Context: an optimization exercise on an open-source flow, tuned for small area. The choices shown serve that exercise and are no tape-out recipe. Only simulation tests tie the RTL to the original design; equivalence was not proved. Power is estimated from default activity; no workload was simulated.

## ep_user_app
module ep_user_app (
  input  wire logic                  trn_clk_c,
  input  wire logic                  rst_n,
  input  wire logic                  link_up_n,
  input  wire logic                  req,
  input  wire logic [48:0]           reg_req,    
  output logic                       ack,
  output logic [31:0]                rd_data,
  output logic                       tx_valid,
  output logic [63:0]                tx_data,
  input  wire logic                  tx_ready
);
Size in the first run: about 510 cells after synthesis, ~110 flip-flops, roughly 150 I/O pins, roughly 0.0047 mm^2 of cells after synthesis.
clock: 5.0 ns
lec_check: 0
cap_margin: 20
core_margin: 2
core_utilization: 65
cts_buf_list: sky130_fd_sc_hd__clkbuf_4 sky130_fd_sc_hd__clkbuf_8
slew_margin: 20
standard.sh (not shown) runs the stock make flow with config.mk's settings and CLKGATE_MAP_FILE= SYNTH_SCRIPT=/design/flow/synth_recipe.tcl, a recipe that flattens the netlist after the stock synthesis.
==> flow/flow/run.sh <==
#!/bin/bash
# ORFS layout through the standard.sh, with three changes:
#  - synthesis: no Kogge-Stone carry map, no full/half-adder cell map, and an
#    area-leaning ABC script (flow/abc_area.script); registers are unchanged
#  - port buffers use the smallest buffer cell
#  - clock tree synthesis without dummy loads
set -euo pipefail
W=$(pwd)
export MY_ABC_SCRIPT=$W/flow/abc_area.script
export BUFFER_PORTS_ARGS="-buffer_cell sky130_fd_sc_hd__buf_1"
bash standard.sh \
  "SYNTH_SCRIPT=$W/flow/synth.tcl" \
  "SYNTH_OPERATIONS_ARGS=-nofsm" \
  "ADDER_MAP_FILE=" \
  "BUFFER_PORTS_ARGS=$BUFFER_PORTS_ARGS" \
  "CTS_ARGS=-sink_clustering_enable -repair_clock_nets -dont_use_dummy_load -buf_list {sky130_fd_sc_hd__clkbuf_4 sky130_fd_sc_hd__clkbuf_8}" \
  finish > standard_flow.log 2>&1
==> flow/flow/abc_area.script <==
strash
&get -n
&st
&syn3
&dch -f
&nf -a -R 1000
&put
topo
==> flow/flow/synth.tcl <==
proc synth {args} { yosys synth -nofsm -noshare {*}$args }
proc abc {args} {
  set i [lsearch -exact $args -script]
  if {$i >= 0 && [info exists ::env(MY_ABC_SCRIPT)] && $::env(MY_ABC_SCRIPT) ne ""} {
    set args [lreplace $args [expr {$i + 1}] [expr {$i + 1}] $::env(MY_ABC_SCRIPT)]
  }
  yosys abc {*}$args
}
source $::env(SCRIPTS_DIR)/synth.tcl
# left out here: clear keep_hierarchy, flatten, clean up, hide names made inside functions, write 1_2_yosys.v
Edit:
--- a/flow/flow/run.sh
+++ b/flow/flow/run.sh
@@ -2 +2 @@
-# ORFS layout through the standard.sh, with three changes:
+# ORFS layout through the standard.sh, with these changes:
==> flow/flow/abc_area.script (replaced) <==
strash
&get -n
&st
&syn3
&dch -f
&nf -a -R 2000 -E 1000
&put
topo
After rerunning: The changed run went through all stages and came out clean; fmax grows by 0.62%; cell area shrinks by 1.1%; worst hold slack improves by 27 ps; clock-buffer cell count stays the same.
Edit:
- CAP_MARGIN: 20 -> 5
- CORE_UTILIZATION: 65 -> 70
- SLEW_MARGIN: 20 -> 5
Outcome: Synthesized cell count is unchanged. Non-clock buffer count came out lower by 2. Power barely changes. Hold slack improves by 30 ps. Combinational power hardly moves. Die area came out lower by a few percent. Cell area came out lower slightly. Clock-buffer cell count stays the same. Setup slack improves by 7.2 ps.
Edit:
==> flow/flow/abc_area.script (replaced) <==
strash
dc2
strash
&get -n
&st
&syn3
&dc2
&dch -f
&nf -a -R 1000
&put
strash
dc2
strash
&get -n
&st
&dch -f
&nf -a -R 1000
&put
topo
- CAP_MARGIN: 5 -> 20
- CORE_UTILIZATION: 70 -> 65
- SLEW_MARGIN: 5 -> 20
What happened:
- The changed run stopped in clock tree synthesis (4_1_cts) (DPL-0038)
- synthesized area shrinks by 2.3%
- synthesized cell count shrinks by 8.9%

---

## run a
The RTL this note starts from:
==> flow/design.v <==
`default_nettype none
package ep_reg_pkg;
  typedef logic [16-1:0] reg_addr_t;
  typedef logic [32-1:0] reg_data_t;
  typedef struct packed {
    reg_addr_t addr;
    logic      wren;      
    reg_data_t wr_data;   
  } reg_req_t;
endpackage
`default_nettype wire
`default_nettype none
package ep_dma_pkg;
  typedef logic [64-1:0] dma_word_t;
  typedef logic [$clog2(16):0] tx_level_t;
endpackage
`default_nettype wire
`timescale 1ns/1ns
`default_nettype none
module ep_user_app (
  input  wire logic                  trn_clk_c,
  input  wire logic                  rst_n,
  input  wire logic                  link_up_n,
  input  wire logic                  req,
  input  wire logic [48:0]           reg_req,    
  output logic                       ack,
  output logic [31:0]                rd_data,
  output logic                       tx_valid,
  output logic [63:0]                tx_data,
  input  wire logic                  tx_ready
);
  logic        clr;
  logic [15:0] addr;
  logic        wren;
  logic [31:0] wr_data;
  assign clr     = !rst_n || link_up_n;
  assign addr    = reg_req[48:33];
  assign wren    = reg_req[32];
  assign wr_data = reg_req[31:0];
  logic [1:0] st;
  logic       cmd_valid;
  always_ff @(posedge trn_clk_c) begin
    if (clr) begin
      st <= 2'b00;
    end else begin
      st[0] <= !st[1] && (st[0] || req);
      st[1] <= st[0] || (st[1] && req);
    end
  end
  assign cmd_valid = st[0] && !st[1];
  assign ack       = st[1] && !st[0];
  logic        ctrl_en;
  logic [31:0] scratch;
  logic        hit_ctrl, hit_scr, hit_lo, hit_hi, hit_id;
  logic        sel_scr, sel_id, rd_one;    
  assign hit_ctrl = (addr == 16'h0000);
  assign hit_scr  = (addr == 16'h0001);
  assign hit_lo   = (addr == 16'h0002);
  assign hit_hi   = (addr == 16'h0003);
  assign hit_id   = (addr == 16'h0220);
  logic [31:0] wd;
  assign wd = clr ? 32'b0 : wr_data;
  logic [31:0] scratch_n;
  always_ff @(posedge trn_clk_c) begin
    if (clr || (cmd_valid && wren && hit_ctrl)) ctrl_en <= wd[0];
    if (clr || (cmd_valid && wren && hit_scr))  scratch_n <= ~wd;
  end
  assign scratch = ~scratch_n;
  always_ff @(posedge trn_clk_c) begin
    if (cmd_valid) begin
      sel_scr <= !wren && hit_scr;
      sel_id  <= !wren && hit_id;
      rd_one  <= !wren && hit_ctrl && ctrl_en;
    end
  end
  assign rd_data = ({32{sel_scr}} & scratch)
                 | ({32{sel_id}} & 32'h8888_7777)
                 | {31'b0, rd_one};
  logic [63:0] head;
  logic [3:0]  level;
  logic        push;
  logic [1:0]  pat_load;
  logic        go, pop;
  logic [3:0]  addend;
  logic [63:0] sum;
  assign pat_load[0] = cmd_valid && wren && hit_lo;
  assign pat_load[1] = cmd_valid && wren && hit_hi;
  assign tx_valid = (level != 4'd0);
  assign pop      = tx_valid && tx_ready;
  assign go       = ctrl_en && !(level >= 4'(16 - 2));
  assign addend = (pat_load != 2'b00) ? (level + {3'b0, push}) : {3'b0, pop};
  logic [4:0]  lo_sum;
  logic [14:0] grp_ones;                  
  logic [15:0] below_ones;                
  logic [59:0] run_ones;                  
  assign lo_sum = {1'b0, head[3:0]} + {1'b0, addend};
  always_comb begin
    below_ones[0] = 1'b1;
    for (int k = 0; k < 15; k++) begin
      grp_ones[k]       = &head[4*k+4 +: 4];
      below_ones[k + 1] = below_ones[k] & grp_ones[k];
    end
    for (int k = 0; k < 15; k++) begin
      run_ones[4*k]     = below_ones[k];
      run_ones[4*k + 1] = below_ones[k] & head[4*k+4];
      run_ones[4*k + 2] = below_ones[k] & (&head[4*k+4 +: 2]);
      run_ones[4*k + 3] = below_ones[k] & (&head[4*k+4 +: 3]);
    end
  end
  assign sum = {head[63:4] ^ ({60{lo_sum[4]}} & run_ones), lo_sum[3:0]};
  always_ff @(posedge trn_clk_c) begin
    head[31:0]  <= (clr || pat_load[0]) ? wd : sum[31:0];
    head[63:32] <= (clr || pat_load[1]) ? wd : sum[63:32];
    if (clr) begin
      level <= '0;
      push  <= 1'b0;
    end else begin
      if (pat_load != 2'b00) begin
        level <= '0;
        push  <= 1'b0;
      end else begin
        level <= level + {3'b0, push} - {3'b0, pop};
        push  <= go;
      end
    end
  end
  assign tx_data = head;
endmodule
`default_nettype wire
clock: 5.0 ns
lec_check: 0
cap_margin: 10
core_margin: 2
core_utilization: 68
cts_buf_list: sky130_fd_sc_hd__clkbuf_4 sky130_fd_sc_hd__clkbuf_8
slew_margin: 10
==> flow/flow/run.sh <==
#!/bin/bash
# ORFS layout through the standard.sh, with these changes:
#  - synthesis: no Kogge-Stone carry map, no full/half-adder cell map, and an
#    area-leaning ABC script (flow/abc_area.script); registers are unchanged
#  - port buffers use the smallest buffer cell
#  - clock tree synthesis without dummy loads
set -euo pipefail
W=$(pwd)
export MY_ABC_SCRIPT=$W/flow/abc_area.script
export BUFFER_PORTS_ARGS="-buffer_cell sky130_fd_sc_hd__buf_1"
bash standard.sh \
  "SYNTH_SCRIPT=$W/flow/synth.tcl" \
  "SYNTH_OPERATIONS_ARGS=-nofsm" \
  "ADDER_MAP_FILE=" \
  "BUFFER_PORTS_ARGS=$BUFFER_PORTS_ARGS" \
  "CTS_ARGS=-sink_clustering_enable -repair_clock_nets -dont_use_dummy_load -buf_list {sky130_fd_sc_hd__clkbuf_4 sky130_fd_sc_hd__clkbuf_8}" \
  finish > standard_flow.log 2>&1
==> flow/flow/abc_area.script <==
strash
&get -n
&st
&syn3
&dch -f
&nf -a -R 2000 -E 1000
&put
topo
Scripts as last shown in full above: flow/flow/synth.tcl
For run b, these inputs were changed with respect to run a:
-- flow/flow/run.sh --
<<< run a, line 15
  "BUFFER_PORTS_ARGS=$BUFFER_PORTS_ARGS" \
  "CTS_ARGS=-sink_clustering_enable -repair_clock_nets -dont_use_dummy_load -buf_list {sky130_fd_sc_hd__clkbuf_4 sky130_fd_sc_hd__clkbuf_8}" \
  finish > standard_flow.log 2>&1
>>> run b, line 15
  "BUFFER_PORTS_ARGS=$BUFFER_PORTS_ARGS" \
  "CTS_ARGS=-sink_clustering_enable -repair_clock_nets -dont_use_dummy_load -buf_list {sky130_fd_sc_hd__clkbuf_4} -root_buf sky130_fd_sc_hd__clkbuf_8 -sink_clustering_size 12 -sink_clustering_max_diameter 40" \
  finish > standard_flow.log 2>&1
==> flow/config.mk <==
export PLATFORM = sky130hd
export DESIGN_NAME = ep_user_app
export DESIGN_NICKNAME = ep_user_app
export VERILOG_FILES = /design/flow/design.v
export SDC_FILE = /design/flow/constraint.sdc
export NUM_CORES = 4
export LEC_CHECK = 0
export CAP_MARGIN = 20
export CORE_MARGIN = 2
export CORE_UTILIZATION = 65
export CTS_BUF_LIST = sky130_fd_sc_hd__clkbuf_4 sky130_fd_sc_hd__clkbuf_8
export SLEW_MARGIN = 20
==> summary.txt <==
The flow did not stop early for run b: all stages ran, and the layout cleared the timing, DRC and antenna checks. In terms of clock-pin slew on the worst setup and hold paths, run a and run b differ only marginally. In the tables for run a and run b, number of tapcells reads lower with run a. Re vias after detailed routing: run b is 61 down on run a. Taking run a as the reference, in run b design area went up by 0.45%; full die area +4.4%.

-- port drivers added, routing unchanged --
How much do the figures lean on ideal ports? The routed layouts below were timed once more, with nothing changed but the port constraints. Step 1 assumes that a clkbuf_16 drives the clock port and a buf_2 every other input. Step 2 adds t to the input delays and takes it off the output delays; t is the mean of the earliest and latest rising clock arrival at the registers after step 1. Input paths then give back, and output paths get back, about the clock's delay inside the block. Three values: ideal, step 1, step 2; two values: the first two.
run	t (ns)	setup slack, ns	worst hold slack (ns)
the first run of note 1	0.385	0.398 / 0.411 / 0.026	0.434 / 0.434 / 0.434
the second run of note 1	0.376	0.427 / 0.431 / 0.056	0.461 / 0.461 / 0.461
the third run of note 1	0.384	0.434 / 0.439 / 0.055	0.491 / 0.491 / 0.491
run a	0.379	0.471 / 0.480 / 0.101	0.497 / 0.497 / 0.497
run b	0.376	0.427 / 0.431 / 0.056	0.461 / 0.461 / 0.461
After both steps every run listed still meets setup and hold. The setup slack of the third run of note 1, which loses most, moves by +0.005 ns with the drivers and by -0.379 ns with both steps.
